Context: an optimization exercise on an open-source flow, tuned for small area, a short achievable clock period and few clock cycles per item. The choices shown serve that exercise and are no tape-out recipe.
In this exercise RTL edits were held to simulation tests only and were not proved equivalent to the original.
Power is estimated from default activity; no workload was simulated.

==> exp/onyx <==
==> flow/design.v <==
`default_nettype none
package ccsa_pkg;
   localparam logic [1:0] FUNC_ADD  = 2'd0;
   localparam logic [1:0] FUNC_TIME = 2'd1;
   localparam logic [1:0] FUNC_DATE = 2'd2;
   localparam int REQ_DATA_W = 72;
   localparam int REQ_USER_W = 2;
   localparam int RSP_DATA_W = 40;
   localparam int GRP_W = 8;
   localparam int DAYS_W = 15;
endpackage
`default_nettype wire
`default_nettype none
import ccsa_pkg::*;
module ccsa_div (
   input  logic [ccsa_pkg::GRP_W-1:0]   bits,      
   input  logic [5:0]                   in_sec,    
   input  logic [5:0]                   in_min,
   input  logic [4:0]                   in_hour,
   input  logic [ccsa_pkg::DAYS_W-1:0]  in_days,
   output logic [5:0]                   out_sec,
   output logic [5:0]                   out_min,
   output logic [4:0]                   out_hour,
   output logic [ccsa_pkg::DAYS_W-1:0]  out_days
);
   function automatic logic ge30(input logic [5:0] x);
      ge30 = x[5] | (x[4] & x[3] & x[2] & x[1]);
   endfunction
   function automatic logic [4:0] mod30(input logic [5:0] x);
      logic [3:0] i;
      i = x[4:1];
      if (x[5])
         mod30 = {i[3] ^ (i[2] & i[1] & i[0]), i[2] ^ (i[1] & i[0]), i[1] ^ i[0], ~i[0], x[0]};
      else if (x[4] & x[3] & x[2] & x[1])
         mod30 = {4'd0, x[0]};
      else
         mod30 = x[4:0];
   endfunction
   function automatic logic [3:0] mod12(input logic [4:0] x);
      if (x[4])
         mod12 = {x[2], ~x[2], x[1:0]};
      else if (x[3] & x[2])
         mod12 = {2'd0, x[1:0]};
      else
         mod12 = x[3:0];
   endfunction
   always_comb begin
      logic cs, cm, ch;
      out_sec  = in_sec;
      out_min  = in_min;
      out_hour = in_hour;
      out_days = in_days;
      for (int i = GRP_W - 1; i >= 0; i--) begin
         cs = ge30(out_sec);
         cm = ge30(out_min);
         ch = out_hour[4] | (out_hour[3] & out_hour[2]);
         out_sec  = {mod30(out_sec),  bits[i]};
         out_min  = {mod30(out_min),  cs};
         out_hour = {mod12(out_hour), cm};
         out_days = {out_days[DAYS_W-2:0], ch};
      end
   end
endmodule
`default_nettype wire
`default_nettype none
import ccsa_pkg::*;
module ccsa_cal (
   input  logic [13:0]                  year,
   input  logic [3:0]                   month,
   input  logic [4:0]                   day,
   input  logic                         leap,      
   input  logic [ccsa_pkg::DAYS_W-1:0]  days,
   input  logic [1:0]                   carry,     
   input  logic [1:0]                   carry_in,  
   input  logic                         first,     
   output logic                         fin,       
   output logic [13:0]                  next_year,
   output logic [3:0]                   next_month,
   output logic [4:0]                   next_day,
   output logic [ccsa_pkg::DAYS_W-1:0]  next_days
);
   function automatic logic [4:0] month_days(input logic [3:0] m, input logic lp);
      case (m)
         4'd2:                    month_days = lp ? 5'd29 : 5'd28;
         4'd4, 4'd6, 4'd9, 4'd11: month_days = 5'd30;
         default:                 month_days = 5'd31;
      endcase
   endfunction
   logic [3:0] month1, month2;    
   logic [4:0] mlen1, mlen2;
   logic [5:0] rest;              
   logic [6:0] need1, need2;      
   logic       lt1, lt2;          
   logic       lt0;               
   logic       year_inc;          
   logic [13:0] year1;
   always_comb begin
      month1 = (month >= 4'd12) ? 4'd1 : month + 4'd1;
      month2 = (month >= 4'd12) ? 4'd2 : (month == 4'd11) ? 4'd1 : month + 4'd2;
      mlen1  = month_days(month, leap);
      mlen2  = month_days(month1, leap);    
      rest   = (day <= mlen1) ? (6'(mlen1) - 6'(day) + 6'd1) : 6'd1;
      need1  = 7'(rest) - 7'(carry);
      need2  = 7'(rest) + 7'(mlen2) - 7'(carry);
      lt1    = !need1[6] && (days < DAYS_W'(need1[5:0]));
      lt2    = (days < DAYS_W'(need2));
      lt0    = (rest >= 6'd3) && (days < DAYS_W'(rest - 6'd2));
      year1  = (year >= 14'd9999) ? 14'd1 : year + 14'd1;
      fin        = first ? lt0 : (lt1 || lt2);
      year_inc   = 1'b0;
      next_year  = year;
      next_month = month;
      next_day   = day;
      next_days  = days - DAYS_W'(need2);
      if (first ? lt0 : lt1) begin
         next_day = day + days[4:0] + 5'(carry_in);
      end else if (!first) begin
         if (lt2) begin
            next_day   = 5'(days[5:0] - need1[5:0] + 6'd1);
            next_month = month1;
            year_inc   = (month >= 4'd12);
         end else begin
            next_day   = 5'd1;
            next_month = month2;
            year_inc   = (month >= 4'd11);
         end
         if (year_inc) next_year = year1;
      end
   end
endmodule
module ccsa_leap (
   input  logic [13:0] year,
   output logic        leap
);
   logic [5:0] qa, qb;
   logic [4:0] ra, rb;
   logic       cent;
   always_comb begin
      qa = year[13:8];
      qb = year[7:2];
      ra = '0;
      rb = '0;
      for (int i = 0; i < 64; i++) begin
         if (qa == 6'(i)) ra = 5'((25 * 14 - ((14 * i) % 25)) % 25);
         if (qb == 6'(i)) rb = 5'(i % 25);
      end
      cent = (ra == rb);
      leap = (year[1:0] == 2'd0) && (!cent || (year[3:2] == 2'd0));
   end
endmodule
`default_nettype wire
`default_nettype none
import ccsa_pkg::*;
module calendar_clock_second_adder_top (
   input  logic                              clock,
   input  logic                              reset,
   input  logic                              req_tvalid,
   output logic                              req_tready,
   input  logic [ccsa_pkg::REQ_DATA_W-1:0]   req_tdata,
   input  logic [ccsa_pkg::REQ_USER_W-1:0]   req_tuser,
   output logic                              rsp_tvalid,
   input  logic                              rsp_tready,
   output logic [ccsa_pkg::RSP_DATA_W-1:0]   rsp_tdata
);
   localparam int NGRP  = (31 + GRP_W - 1) / GRP_W;
   localparam int IDX_W = (NGRP > 4) ? 3 : (NGRP > 2) ? 2 : 1;
   logic [30:0] in_secs;
   logic [4:0]  in_hour;
   logic [5:0]  in_minute;
   logic [5:0]  in_second;
   logic [13:0] in_year;
   logic [3:0]  in_month;
   logic [4:0]  in_day;
   logic [1:0]  in_func;
   assign in_secs   = req_tdata[30:0];
   assign in_hour   = req_tdata[35:31];
   assign in_minute = req_tdata[41:36];
   assign in_second = req_tdata[47:42];
   assign in_year   = req_tdata[61:48];
   assign in_month  = req_tdata[65:62];
   assign in_day    = req_tdata[70:66];
   assign in_func   = req_tuser[1:0];
   logic [13:0] year_ff;
   logic [3:0]  month_ff;
   logic [4:0]  day_ff;
   logic [4:0]  hour_ff;
   logic [5:0]  min_ff;
   logic [5:0]  sec_ff;
   logic        rsp_valid_ff;
   logic              s1_busy_ff;    
   logic [IDX_W-1:0]  idx_ff;        
   logic              hb_full_ff;    
   logic [1:0]        hb_op_ff;
   logic [DAYS_W-1:0] acc_d_ff;
   logic [4:0]        acc_h_ff;
   logic [5:0]        acc_m_ff;
   logic [5:0]        acc_s_ff;
   logic              s2_busy_ff;    
   logic [DAYS_W-1:0] d2_ff;         
   logic [1:0]        c2_ff;
   logic slot_free, s2_take, can_fill, accept, commit;
   assign slot_free = !rsp_valid_ff || rsp_tready;
   assign s2_take   = hb_full_ff && !s2_busy_ff && slot_free;
   assign can_fill  = !hb_full_ff || s2_take;
   logic [NGRP*GRP_W-1:0] secs_pad;
   logic [IDX_W-1:0]      idx_top, idx_sel;
   logic [GRP_W-1:0]      grp;
   logic [5:0]            cv_sec, cv_min;
   logic [4:0]            cv_hour;
   logic [DAYS_W-1:0]     cv_days;
   logic                  conv_last;
   assign secs_pad = (NGRP*GRP_W)'(in_secs);
   always_comb begin
      idx_top = '0;
      for (int g = 1; g < NGRP; g++)
         if (secs_pad[g*GRP_W +: GRP_W] != '0) idx_top = IDX_W'(g);
   end
   assign idx_sel   = s1_busy_ff ? idx_ff : idx_top;
   assign grp       = secs_pad[idx_sel*GRP_W +: GRP_W];
   assign conv_last = (idx_sel == '0);
   ccsa_div u_div (
      .bits     (grp),
      .in_sec   (s1_busy_ff ? acc_s_ff : 6'd0),
      .in_min   (s1_busy_ff ? acc_m_ff : 6'd0),
      .in_hour  (s1_busy_ff ? acc_h_ff : 5'd0),
      .in_days  (s1_busy_ff ? acc_d_ff : DAYS_W'(0)),
      .out_sec  (cv_sec),
      .out_min  (cv_min),
      .out_hour (cv_hour),
      .out_days (cv_days)
   );
   logic s1_step;    
   assign s1_step = req_tvalid && (s1_busy_ff || can_fill);
   assign accept  = s1_step && (in_func != FUNC_ADD || conv_last || s1_busy_ff && conv_last);
   assign req_tready = accept;
   function automatic logic [7:0] fold60(input logic [6:0] x);    
      fold60 = (x >= 7'd120) ? {2'd2, 6'(x - 7'd120)} :
               (x >= 7'd60)  ? {2'd1, 6'(x - 7'd60)}  : {2'd0, x[5:0]};
   endfunction
   function automatic logic [6:0] fold24(input logic [5:0] x);    
      fold24 = (x >= 6'd48) ? {2'd2, 5'(x - 6'd48)} :
               (x >= 6'd24) ? {2'd1, 5'(x - 6'd24)} : {2'd0, x[4:0]};
   endfunction
   logic [6:0]        ts, tm0;
   logic [5:0]        th0;
   logic [7:0]        fs, fm0, fm1, fm2, fm;
   logic [6:0]        fh0, fh1, fh2, fh;
   logic [1:0]        tch;
   logic [5:0]        t_sec, t_min;
   logic [4:0]        t_hour;
   always_comb begin
      ts  = 7'(sec_ff) + 7'(acc_s_ff);
      tm0 = 7'(min_ff) + 7'(acc_m_ff);
      th0 = 6'(hour_ff) + 6'(acc_h_ff);
      fs  = fold60(ts);
      fm0 = fold60(tm0);
      fm1 = fold60(tm0 + 7'd1);
      fm2 = fold60(tm0 + 7'd2);
      fm  = (fs[7:6] == 2'd2) ? fm2 : (fs[7:6] == 2'd1) ? fm1 : fm0;
      fh0 = fold24(th0);
      fh1 = fold24(th0 + 6'd1);
      fh2 = fold24(th0 + 6'd2);
      fh  = (fm[7:6] == 2'd2) ? fh2 : (fm[7:6] == 2'd1) ? fh1 : fh0;
      t_sec  = fs[5:0];
      t_min  = fm[5:0];
      t_hour = fh[4:0];
      tch    = fh[6:5];
   end
   logic              cal_fin, leap;
   logic [13:0]       cal_year;
   logic [3:0]        cal_month;
   logic [4:0]        cal_day;
   logic [DAYS_W-1:0] cal_days;
   ccsa_leap u_leap (.year(year_ff), .leap(leap));
   ccsa_cal u_cal (
      .year       (year_ff),
      .month      (month_ff),
      .day        (day_ff),
      .leap       (leap),
      .days       (s2_busy_ff ? d2_ff : acc_d_ff),
      .carry      (s2_busy_ff ? c2_ff : 2'd0),
      .carry_in   (s2_busy_ff ? c2_ff : tch),
      .first      (!s2_busy_ff),
      .fin        (cal_fin),
      .next_year  (cal_year),
      .next_month (cal_month),
      .next_day   (cal_day),
      .next_days  (cal_days)
   );
   always_comb begin
      commit = 1'b0;
      if (s2_busy_ff)
         commit = cal_fin;
      else if (s2_take)
         commit = (hb_op_ff != FUNC_ADD) || cal_fin;    
   end
   always_ff @(posedge clock) begin
      if (reset) begin
         s1_busy_ff   <= 1'b0;
         hb_full_ff   <= 1'b0;
         s2_busy_ff   <= 1'b0;
         rsp_valid_ff <= 1'b0;
         year_ff      <= 14'd1;
         month_ff     <= 4'd1;
         day_ff       <= 5'd1;
         hour_ff      <= 5'd0;
         min_ff       <= 6'd0;
         sec_ff       <= 6'd0;
      end else begin
         if (commit)
            rsp_valid_ff <= 1'b1;
         else if (rsp_tready)
            rsp_valid_ff <= 1'b0;
         if (s1_step) begin
            s1_busy_ff <= (in_func == FUNC_ADD || s1_busy_ff) && !conv_last;
         end
         if (accept)
            hb_full_ff <= 1'b1;
         else if (s2_take)
            hb_full_ff <= 1'b0;
         if (s2_take) begin
            case (hb_op_ff)
               FUNC_TIME: begin
                  hour_ff <= acc_h_ff;
                  min_ff  <= acc_m_ff;
                  sec_ff  <= acc_s_ff;
               end
               FUNC_DATE: begin
                  year_ff  <= acc_d_ff[13:0];
                  month_ff <= acc_m_ff[3:0];
                  day_ff   <= acc_h_ff;
               end
               FUNC_ADD: begin
                  hour_ff    <= t_hour;
                  min_ff     <= t_min;
                  sec_ff     <= t_sec;
                  day_ff     <= cal_day;
                  s2_busy_ff <= !cal_fin;
               end
               default: ;
            endcase
         end else if (s2_busy_ff) begin
            year_ff    <= cal_year;
            month_ff   <= cal_month;
            day_ff     <= cal_day;
            s2_busy_ff <= !cal_fin;
         end
      end
   end
   always_ff @(posedge clock) begin
      if (s1_step) begin
         idx_ff <= idx_sel - IDX_W'(1);
         if (!s1_busy_ff && in_func != FUNC_ADD) begin
            hb_op_ff <= in_func;
            acc_s_ff <= in_second;
            acc_m_ff <= (in_func == FUNC_DATE) ? 6'(in_month) : in_minute;
            acc_h_ff <= (in_func == FUNC_DATE) ? in_day : in_hour;
            acc_d_ff <= DAYS_W'(in_year);
         end else begin
            hb_op_ff <= FUNC_ADD;
            acc_s_ff <= cv_sec;
            acc_m_ff <= cv_min;
            acc_h_ff <= cv_hour;
            acc_d_ff <= cv_days;
         end
      end
      if (s2_busy_ff) begin
         d2_ff <= cal_days;
         c2_ff <= 2'd0;
      end else begin
         d2_ff <= acc_d_ff;
         c2_ff <= tch;
      end
   end
   assign rsp_tvalid = rsp_valid_ff;
   assign rsp_tdata  = {sec_ff, min_ff, hour_ff, day_ff, month_ff, year_ff};
endmodule
`default_nettype wire
==> flow/run.sh <==
#!/bin/bash
# synth_recipe.tcl (not shown) runs the flow's synth.tcl, then flattens the netlist and writes it again
# the make line also repeats each setting of config.mk as NAME=value (left out here)
make -C /OpenROAD-flow-scripts/flow DESIGN_CONFIG=/design/flow/config.mk WORK_HOME=/design/flow/orfs CLKGATE_MAP_FILE= SYNTH_SCRIPT=/design/flow/synth_recipe.tcl finish
==> flow/config.mk <==
export PLATFORM = sky130hd
export DESIGN_NAME = calendar_clock_second_adder_top
export DESIGN_NICKNAME = calendar_clock_second_adder_top
export VERILOG_FILES = /design/flow/design.v
export SDC_FILE = /design/flow/constraint.sdc
export NUM_CORES = 4
export LEC_CHECK = 0
export ABC_AREA = 1
export CAP_MARGIN = 20
export CORE_MARGIN = 2
export CORE_UTILIZATION = 40
export SLEW_MARGIN = 20
==> flow/constraint.sdc <==
create_clock -name core_clock -period 11.0 [get_ports {clock}]
set_input_delay 2.2000 -clock core_clock [delete_from_list [all_inputs] [get_ports {clock}]]
set_output_delay 2.2000 -clock core_clock [all_outputs]
set_load 0.01 [all_outputs]
==> inputs of exp/indigo, as changes to exp/onyx <==
==> flow/design.v, changed modules only <==
module ccsa_cal (
   input  logic [13:0]                  year,
   input  logic [3:0]                   month,
   input  logic [4:0]                   day,
   input  logic                         leap,      
   input  logic [ccsa_pkg::DAYS_W-1:0]  days,
   input  logic [1:0]                   carry_in,  
   input  logic                         first,     
   output logic                         fin,       
   output logic                         year_inc,  
   output logic [13:0]                  year1,     
   output logic [13:0]                  next_year,
   output logic [3:0]                   next_month,
   output logic [4:0]                   next_day,
   output logic [ccsa_pkg::DAYS_W-1:0]  next_days
);
   function automatic logic [4:0] month_days(input logic [3:0] m, input logic lp);
      case (m)
         4'd2:                    month_days = lp ? 5'd29 : 5'd28;
         4'd4, 4'd6, 4'd9, 4'd11: month_days = 5'd30;
         default:                 month_days = 5'd31;
      endcase
   endfunction
   logic [3:0] month1, month2;    
   logic [4:0] mlen1, mlen2;
   logic [5:0] rest;              
   logic [5:0] need2;             
   logic       lt1, lt2;          
   logic       lt0;               
   always_comb begin
      month1 = (month >= 4'd12) ? 4'd1 : month + 4'd1;
      month2 = (month >= 4'd12) ? 4'd2 : (month == 4'd11) ? 4'd1 : month + 4'd2;
      mlen1  = month_days(month, leap);
      mlen2  = month_days(month1, leap);    
      rest   = (day <= mlen1) ? (6'(mlen1) - 6'(day) + 6'd1) : 6'd1;
      need2  = rest + 6'(mlen2);
      lt1    = (days < DAYS_W'(rest));
      lt2    = (days < DAYS_W'(need2));
      lt0    = (rest >= 6'd3) && (days < DAYS_W'(rest - 6'd2));
      year1  = (year >= 14'd9999) ? 14'd1 : year + 14'd1;
      fin        = first ? lt0 : (lt1 || lt2);
      year_inc   = 1'b0;
      next_year  = year;
      next_month = month;
      next_day   = day;
      next_days  = days - DAYS_W'(need2);
      if (first ? lt0 : lt1) begin
         next_day = day + days[4:0] + 5'(carry_in);
      end else if (!first) begin
         if (lt2) begin
            next_day   = 5'(days[5:0] - rest + 6'd1);
            next_month = month1;
            year_inc   = (month >= 4'd12);
         end else begin
            next_day   = 5'd1;
            next_month = month2;
            year_inc   = (month >= 4'd11);
         end
         if (year_inc) next_year = year1;
      end
   end
endmodule
module ccsa_leap (
   input  logic [13:0] year,
   output logic        leap
);
   logic [7:0] s;
   logic       cent;
   always_comb begin
      s = 8'(year[13:9]) * 8'd3 + 8'(year[8:7]) * 8'd7 + 8'(year[6:2]);
      cent = (s == 8'd0) || (s == 8'd25) || (s == 8'd50) || (s == 8'd75) ||
             (s == 8'd100) || (s == 8'd125);
      leap = (year[1:0] == 2'd0) && (!cent || (year[3:2] == 2'd0));
   end
endmodule
module calendar_clock_second_adder_top (
   input  logic                              clock,
   input  logic                              reset,
   input  logic                              req_tvalid,
   output logic                              req_tready,
   input  logic [ccsa_pkg::REQ_DATA_W-1:0]   req_tdata,
   input  logic [ccsa_pkg::REQ_USER_W-1:0]   req_tuser,
   output logic                              rsp_tvalid,
   input  logic                              rsp_tready,
   output logic [ccsa_pkg::RSP_DATA_W-1:0]   rsp_tdata
);
   localparam int NGRP  = (31 + GRP_W - 1) / GRP_W;
   localparam int IDX_W = (NGRP > 4) ? 3 : (NGRP > 2) ? 2 : 1;
   logic [30:0] in_secs;
   logic [4:0]  in_hour;
   logic [5:0]  in_minute;
   logic [5:0]  in_second;
   logic [13:0] in_year;
   logic [3:0]  in_month;
   logic [4:0]  in_day;
   logic [1:0]  in_func;
   assign in_secs   = req_tdata[30:0];
   assign in_hour   = req_tdata[35:31];
   assign in_minute = req_tdata[41:36];
   assign in_second = req_tdata[47:42];
   assign in_year   = req_tdata[61:48];
   assign in_month  = req_tdata[65:62];
   assign in_day    = req_tdata[70:66];
   assign in_func   = req_tuser[1:0];
   logic [13:0] year_ff;
   logic [3:0]  month_ff;
   logic [4:0]  day_ff;
   logic [4:0]  hour_ff;
   logic [5:0]  min_ff;
   logic [5:0]  sec_ff;
   logic        leap_ff;        
   logic        rsp_valid_ff;
   logic              s1_busy_ff;    
   logic [IDX_W-1:0]  idx_ff;        
   logic              hb_full_ff;    
   logic [1:0]        hb_op_ff;
   logic [DAYS_W-1:0] acc_d_ff;
   logic [4:0]        acc_h_ff;
   logic [5:0]        acc_m_ff;
   logic [5:0]        acc_s_ff;
   logic              s2_busy_ff;    
   logic [DAYS_W-1:0] d2_ff;         
   logic slot_free, s2_take, can_fill, accept, commit;
   assign slot_free = !rsp_valid_ff || rsp_tready;
   assign s2_take   = hb_full_ff && !s2_busy_ff && slot_free;
   assign can_fill  = !hb_full_ff || s2_take;
   logic [NGRP*GRP_W-1:0] secs_pad;
   logic [IDX_W-1:0]      idx_top, idx_sel;
   logic [GRP_W-1:0]      grp;
   logic [5:0]            cv_sec, cv_min;
   logic [4:0]            cv_hour;
   logic [DAYS_W-1:0]     cv_days;
   logic                  conv_last;
   assign secs_pad = (NGRP*GRP_W)'(in_secs);
   always_comb begin
      idx_top = '0;
      for (int g = 1; g < NGRP; g++)
         if (secs_pad[g*GRP_W +: GRP_W] != '0) idx_top = IDX_W'(g);
   end
   assign idx_sel   = s1_busy_ff ? idx_ff : idx_top;
   assign grp       = secs_pad[idx_sel*GRP_W +: GRP_W];
   assign conv_last = (idx_sel == '0);
   ccsa_div u_div (
      .bits     (grp),
      .in_sec   (s1_busy_ff ? acc_s_ff : 6'd0),
      .in_min   (s1_busy_ff ? acc_m_ff : 6'd0),
      .in_hour  (s1_busy_ff ? acc_h_ff : 5'd0),
      .in_days  (s1_busy_ff ? acc_d_ff : DAYS_W'(0)),
      .out_sec  (cv_sec),
      .out_min  (cv_min),
      .out_hour (cv_hour),
      .out_days (cv_days)
   );
   logic s1_step;    
   assign s1_step = req_tvalid && (s1_busy_ff || can_fill);
   assign accept  = s1_step && (in_func != FUNC_ADD || conv_last || s1_busy_ff && conv_last);
   assign req_tready = accept;
   function automatic logic [7:0] fold60(input logic [6:0] x);    
      fold60 = (x >= 7'd120) ? {2'd2, 6'(x - 7'd120)} :
               (x >= 7'd60)  ? {2'd1, 6'(x - 7'd60)}  : {2'd0, x[5:0]};
   endfunction
   function automatic logic [6:0] fold24(input logic [5:0] x);    
      fold24 = (x >= 6'd48) ? {2'd2, 5'(x - 6'd48)} :
               (x >= 6'd24) ? {2'd1, 5'(x - 6'd24)} : {2'd0, x[4:0]};
   endfunction
   logic [6:0]        ts, tm0;
   logic [5:0]        th0;
   logic [7:0]        fs, fm0, fm1, fm2, fm;
   logic [6:0]        fh0, fh1, fh2, fh;
   logic [1:0]        tch;
   logic [5:0]        t_sec, t_min;
   logic [4:0]        t_hour;
   always_comb begin
      ts  = 7'(sec_ff) + 7'(acc_s_ff);
      tm0 = 7'(min_ff) + 7'(acc_m_ff);
      th0 = 6'(hour_ff) + 6'(acc_h_ff);
      fs  = fold60(ts);
      fm0 = fold60(tm0);
      fm1 = fold60(tm0 + 7'd1);
      fm2 = fold60(tm0 + 7'd2);
      fm  = (fs[7:6] == 2'd2) ? fm2 : (fs[7:6] == 2'd1) ? fm1 : fm0;
      fh0 = fold24(th0);
      fh1 = fold24(th0 + 6'd1);
      fh2 = fold24(th0 + 6'd2);
      fh  = (fm[7:6] == 2'd2) ? fh2 : (fm[7:6] == 2'd1) ? fh1 : fh0;
      t_sec  = fs[5:0];
      t_min  = fm[5:0];
      t_hour = fh[4:0];
      tch    = fh[6:5];
   end
   logic              cal_fin, cal_year_inc;
   logic [13:0]       cal_year1;
   logic [13:0]       cal_year;
   logic [3:0]        cal_month;
   logic [4:0]        cal_day;
   logic [DAYS_W-1:0] cal_days;
   logic load_date, leap_new;
   assign load_date = s2_take && (hb_op_ff == FUNC_DATE);
   ccsa_leap u_leap (.year((!s2_busy_ff && hb_op_ff == FUNC_DATE) ? acc_d_ff[13:0] : cal_year1),
                     .leap(leap_new));
   ccsa_cal u_cal (
      .year       (year_ff),
      .month      (month_ff),
      .day        (day_ff),
      .leap       (leap_ff),
      .days       (s2_busy_ff ? d2_ff : acc_d_ff),
      .carry_in   (s2_busy_ff ? 2'd0 : tch),
      .first      (!s2_busy_ff),
      .fin        (cal_fin),
      .year_inc   (cal_year_inc),
      .year1      (cal_year1),
      .next_year  (cal_year),
      .next_month (cal_month),
      .next_day   (cal_day),
      .next_days  (cal_days)
   );
   always_comb begin
      commit = 1'b0;
      if (s2_busy_ff)
         commit = cal_fin;
      else if (s2_take)
         commit = (hb_op_ff != FUNC_ADD) || cal_fin;    
   end
   always_ff @(posedge clock) begin
      if (reset) begin
         s1_busy_ff   <= 1'b0;
         hb_full_ff   <= 1'b0;
         s2_busy_ff   <= 1'b0;
         rsp_valid_ff <= 1'b0;
         year_ff      <= 14'd1;
         month_ff     <= 4'd1;
         day_ff       <= 5'd1;
         hour_ff      <= 5'd0;
         min_ff       <= 6'd0;
         sec_ff       <= 6'd0;
         leap_ff      <= 1'b0;
      end else begin
         if (load_date || (s2_busy_ff && cal_year_inc))
            leap_ff <= leap_new;
         if (commit)
            rsp_valid_ff <= 1'b1;
         else if (rsp_tready)
            rsp_valid_ff <= 1'b0;
         if (s1_step) begin
            s1_busy_ff <= (in_func == FUNC_ADD || s1_busy_ff) && !conv_last;
         end
         if (accept)
            hb_full_ff <= 1'b1;
         else if (s2_take)
            hb_full_ff <= 1'b0;
         if (s2_take) begin
            case (hb_op_ff)
               FUNC_TIME: begin
                  hour_ff <= acc_h_ff;
                  min_ff  <= acc_m_ff;
                  sec_ff  <= acc_s_ff;
               end
               FUNC_DATE: begin
                  year_ff  <= acc_d_ff[13:0];
                  month_ff <= acc_m_ff[3:0];
                  day_ff   <= acc_h_ff;
               end
               FUNC_ADD: begin
                  hour_ff    <= t_hour;
                  min_ff     <= t_min;
                  sec_ff     <= t_sec;
                  day_ff     <= cal_day;
                  s2_busy_ff <= !cal_fin;
               end
               default: ;
            endcase
         end else if (s2_busy_ff) begin
            year_ff    <= cal_year;
            month_ff   <= cal_month;
            day_ff     <= cal_day;
            s2_busy_ff <= !cal_fin;
         end
      end
   end
   always_ff @(posedge clock) begin
      if (s1_step) begin
         idx_ff <= idx_sel - IDX_W'(1);
         if (!s1_busy_ff && in_func != FUNC_ADD) begin
            hb_op_ff <= in_func;
            acc_s_ff <= in_second;
            acc_m_ff <= (in_func == FUNC_DATE) ? 6'(in_month) : in_minute;
            acc_h_ff <= (in_func == FUNC_DATE) ? in_day : in_hour;
            acc_d_ff <= DAYS_W'(in_year);
         end else begin
            hb_op_ff <= FUNC_ADD;
            acc_s_ff <= cv_sec;
            acc_m_ff <= cv_min;
            acc_h_ff <= cv_hour;
            acc_d_ff <= cv_days;
         end
      end
      d2_ff <= s2_busy_ff ? cal_days : acc_d_ff + DAYS_W'(tch);
   end
   assign rsp_tvalid = rsp_valid_ff;
   assign rsp_tdata  = {sec_ff, min_ff, hour_ff, day_ff, month_ff, year_ff};
endmodule
==> qor summary <==
metric                                                                exp/indigo                 exp/onyx
Run status                                               complete, no violations  complete, no violations
Number of sequential storage elements                                         96                       97
Internal Dissipation                                                     1230 uW                  1270 uW
Final worst clock skew                                                 0.0114 ns               0.00935 ns
Nets                                                                        2256                     2331
Critical Path Stages                                                          12                       45
Share of the yosys chip area belonging to registers                        18.5%                    18.1%
Starting density of the core                                               40.5%                    40.4%
GRT Total Usage                                                            21.6%                    23.3%
Die X                                                                     179 um                   182 um
Num Clock Sinks                                                               96                       97
Met3 global-route usage                                                    2.94%                    2.83%
Worst Slack Setup Final                                                  4.05 ns                  1.96 ns
Pin count of the biggest net entering global routing                          49                       50
Count of distinct cell types in the synthesized netlist                       65                       63
Post-route met1 wirelength                                              16200 um                 17800 um
Testbench counts of exp/onyx, summed over its fixed seeds: cycles 6,225, items 2,400.
Testbench counts of exp/indigo, summed over its fixed seeds: cycles 6,225, items 2,400.

## separate check: timing with driven ports
The flow's constraints put no driver on any port. The routed layouts listed below were extracted and timed again, unchanged, in two steps.
Step 1, drivers: a clkbuf_16 drives clock and a buf_2 each remaining input, both assumed.
Step 2 times the ports against the registers' clock, not the clock port: input delays grow and output delays shrink by t, the midpoint of the rising clock arrivals with the driver on.
Three values: no drivers, after step 1, after step 2; two values: the first two.
run	shift t [ns]	slack for setup (ns)	clock arrival spread, ns	worst slew at a driven data input, ns	cell pins on the clock port's net
exp/onyx	0.389	1.964 / 1.964 / 1.964	0.010 / 0.009	0.05	1
exp/indigo	0.408	4.052 / 4.025 / 3.834	0.012 / 0.011	0.05	1
After both steps setup and hold are still met in every run listed. The setup slack of exp/indigo, which loses most, moves by -0.027 ns with the drivers and by -0.218 ns with both steps.
